What follows belongs to an exercise in optimizing a design on an open flow for small area and a short achievable clock period; a production flow would make more cautious choices.
The RTL was checked by simulation tests, not by an equivalence proof against the original design.
Power and IR drop assume default switching activity.

==> flow/design.v <==
package dmem_pkg;
    typedef enum logic {
        DMEM_CLEAR = 1'b0,
        DMEM_IDLE  = 1'b1
    } dmem_state_e;
    localparam int DMEM_MAX_W = 256;
    function automatic logic [DMEM_MAX_W-1:0] be_merge(
        input logic [DMEM_MAX_W-1:0]   old_w,
        input logic [DMEM_MAX_W-1:0]   new_w,
        input logic [DMEM_MAX_W/8-1:0] be
    );
        logic [DMEM_MAX_W-1:0] r;
        r = old_w;
        for (int i = 0; i < DMEM_MAX_W / 8; i++) begin
            if (be[i]) r[8*i +: 8] = new_w[8*i +: 8];
        end
        be_merge = r;
    endfunction
endpackage
module dmem_array
#(
    parameter int DATA_W = 16,
    parameter int DEPTH  = 256,
    parameter int IW     = 8
) (
    input  logic                   clk,
    input  logic                   we,
    input  logic [IW-1:0]          waddr,
    input  logic [DATA_W-1:0]      wdata,
    input  logic [DATA_W/8-1:0]    wbe,
    input  logic                   re,
    input  logic [IW-1:0]          raddr,
    output logic [DATA_W-1:0]      rdata,
    input  logic [IW-1:0]          mon_idx,
    output logic [DATA_W-1:0]      mon_word
);
    logic [DATA_W-1:0] mem [DEPTH];
    always_ff @(posedge clk) begin
        if (we) begin
            mem[waddr] <= DATA_W'(dmem_pkg::be_merge(dmem_pkg::DMEM_MAX_W'(mem[waddr]),
                                           dmem_pkg::DMEM_MAX_W'(wdata),
                                           (dmem_pkg::DMEM_MAX_W/8)'(wbe)));
        end
        if (re) begin
            rdata <= mem[raddr];
        end
    end
    assign mon_word = mem[mon_idx];
endmodule
module data_memory_ctrl
#(
    parameter int DATA_W = 16,
    parameter int ADDR_W = 16,
    parameter int DEPTH  = 256
) (
    input  logic                   clk,
    input  logic                   reset,
    input  logic                   req_valid,
    output logic                   req_ready,
    input  logic                   req_we,
    input  logic [ADDR_W-1:0]      req_addr,
    input  logic [DATA_W-1:0]      req_wdata,
    input  logic [DATA_W/8-1:0]    req_be,
    output logic                   rsp_valid,
    output logic [DATA_W-1:0]      rsp_rdata,
    output logic                   rsp_err,
    input  logic                   clr_req,
    output logic                   init_done,
    input  logic [ADDR_W-1:0]      mon_addr,
    output logic [DATA_W-1:0]      mon_data
);
    localparam int BE_W = DATA_W / 8;
    localparam int IW   = (DEPTH > 1) ? $clog2(DEPTH) : 1;
    localparam logic [ADDR_W:0] DEPTH_X = (ADDR_W + 1)'(DEPTH);
    dmem_pkg::dmem_state_e       state;
    logic [IW-1:0]     clr_ptr;
    logic              rd_sel;
    logic              acc;
    logic              in_range;
    logic              mon_in;
    logic              clr_we;
    logic              a_we;
    logic              a_re;
    logic [IW-1:0]     a_waddr;
    logic [DATA_W-1:0] a_wdata;
    logic [BE_W-1:0]   a_be;
    logic [DATA_W-1:0] rd_q;
    logic [DATA_W-1:0] mon_word;
    assign in_range  = {1'b0, req_addr} < DEPTH_X;
    assign mon_in    = {1'b0, mon_addr} < DEPTH_X;
    assign req_ready = (state == dmem_pkg::DMEM_IDLE) && !clr_req && !reset;
    assign init_done = (state == dmem_pkg::DMEM_IDLE);
    assign acc       = req_valid && req_ready;
    assign clr_we  = (state == dmem_pkg::DMEM_CLEAR) && !reset;
    assign a_we    = clr_we || (acc && req_we && in_range);
    assign a_re    = acc && !req_we && in_range;
    assign a_waddr = clr_we ? clr_ptr : IW'(req_addr);
    assign a_wdata = clr_we ? '0 : req_wdata;
    assign a_be    = clr_we ? '1 : req_be;
    dmem_array #(
        .DATA_W (DATA_W),
        .DEPTH  (DEPTH),
        .IW     (IW)
    ) u_array (
        .clk      (clk),
        .we       (a_we),
        .waddr    (a_waddr),
        .wdata    (a_wdata),
        .wbe      (a_be),
        .re       (a_re),
        .raddr    (IW'(req_addr)),
        .rdata    (rd_q),
        .mon_idx  (IW'(mon_addr)),
        .mon_word (mon_word)
    );
    always_ff @(posedge clk) begin
        if (reset) begin
            state     <= dmem_pkg::DMEM_CLEAR;
            clr_ptr   <= '0;
            rsp_valid <= 1'b0;
            rsp_err   <= 1'b0;
            rd_sel    <= 1'b0;
        end else begin
            rsp_valid <= acc;
            if (acc) begin
                rsp_err <= !in_range;
                rd_sel  <= !req_we && in_range;
            end
            unique case (state)
                dmem_pkg::DMEM_CLEAR: begin
                    if (clr_ptr == IW'(DEPTH - 1)) begin
                        state   <= dmem_pkg::DMEM_IDLE;
                        clr_ptr <= '0;
                    end else begin
                        clr_ptr <= clr_ptr + 1'b1;
                    end
                end
                dmem_pkg::DMEM_IDLE: begin
                    if (clr_req) begin
                        state   <= dmem_pkg::DMEM_CLEAR;
                        clr_ptr <= '0;
                    end
                end
                default: state <= dmem_pkg::DMEM_CLEAR;
            endcase
        end
    end
    assign rsp_rdata = rd_sel ? rd_q : '0;
    assign mon_data  = mon_in ? mon_word : '0;
endmodule
==> flow/config.mk <==
export PLATFORM = sky130hd
export DESIGN_NAME = data_memory_ctrl
export DESIGN_NICKNAME = data_memory_ctrl
export VERILOG_FILES = /design/flow/design.v
export SDC_FILE = /design/flow/constraint.sdc
export NUM_CORES = 4
export LEC_CHECK = 0
export CAP_MARGIN = 20
export CORE_MARGIN = 2
export CORE_UTILIZATION = 45
export CTS_CLUSTER_DIAMETER = 60
export CTS_CLUSTER_SIZE = 20
export SETUP_SLACK_MARGIN = 4
export SLEW_MARGIN = 20
==> flow/constraint.sdc <==
create_clock -name core_clock -period 9.0 [get_ports {clk}]
set_input_delay 1.8000 -clock core_clock [delete_from_list [all_inputs] [get_ports {clk}]]
set_output_delay 1.8000 -clock core_clock [all_outputs]
set_load 0.01 [all_outputs]
run.sh (not shown) runs the stock make flow with config.mk's settings and CLKGATE_MAP_FILE= SYNTH_SCRIPT=/design/flow/synth_recipe.tcl, a recipe that flattens the netlist after the stock synthesis.
Rerun with:
- CORE_UTILIZATION: 45 -> 60
The new run ran to the end with no violations.
Global-route usage goes up by 10 points.
Routed wire length goes down by 1.5%.
Clock-buffer cell count goes down by 8.
Non-clock buffer count goes up by 42.
Register-to-register slack got worse by 0.21 ns.
Cell area goes down by 0.83%.
Die area goes down by 25%.
Sequential share of layout area goes up by 0.47 points.
Clock power goes down by about 6%.
Final cell count goes down by 8.9%.
Setup slack improved by 0.025 ns.

==> re-timing with driven ports <==
How much do the figures lean on ideal ports? The routed layouts below were timed once more, with nothing changed but the port constraints.
Step 1 assumes that a clkbuf_16 drives the clock port and a buf_2 every other input.
Step 2 also shifts input and output timing later by t, the mid clock arrival at the registers, as if the neighbouring blocks saw the same clock.
Slacks: ideal ports / drivers / drivers and shift; pairs: ideal ports / drivers.
run | t, ns | slack for setup (ns) | slew at the worst register clock pin (ns) | worst data-port slew with drivers (ns)
the first run | 1.103 | 2.186 / 1.769 / 1.769 | 0.09 / 0.09 | 0.60
the second run | 1.077 | 2.210 / 1.399 / 1.399 | 0.09 / 0.09 | 1.15
After both steps every run listed still meets setup and hold. For the second run, which loses most, drivers alone change the setup slack by -0.811 ns; drivers and shift together by -0.811 ns.
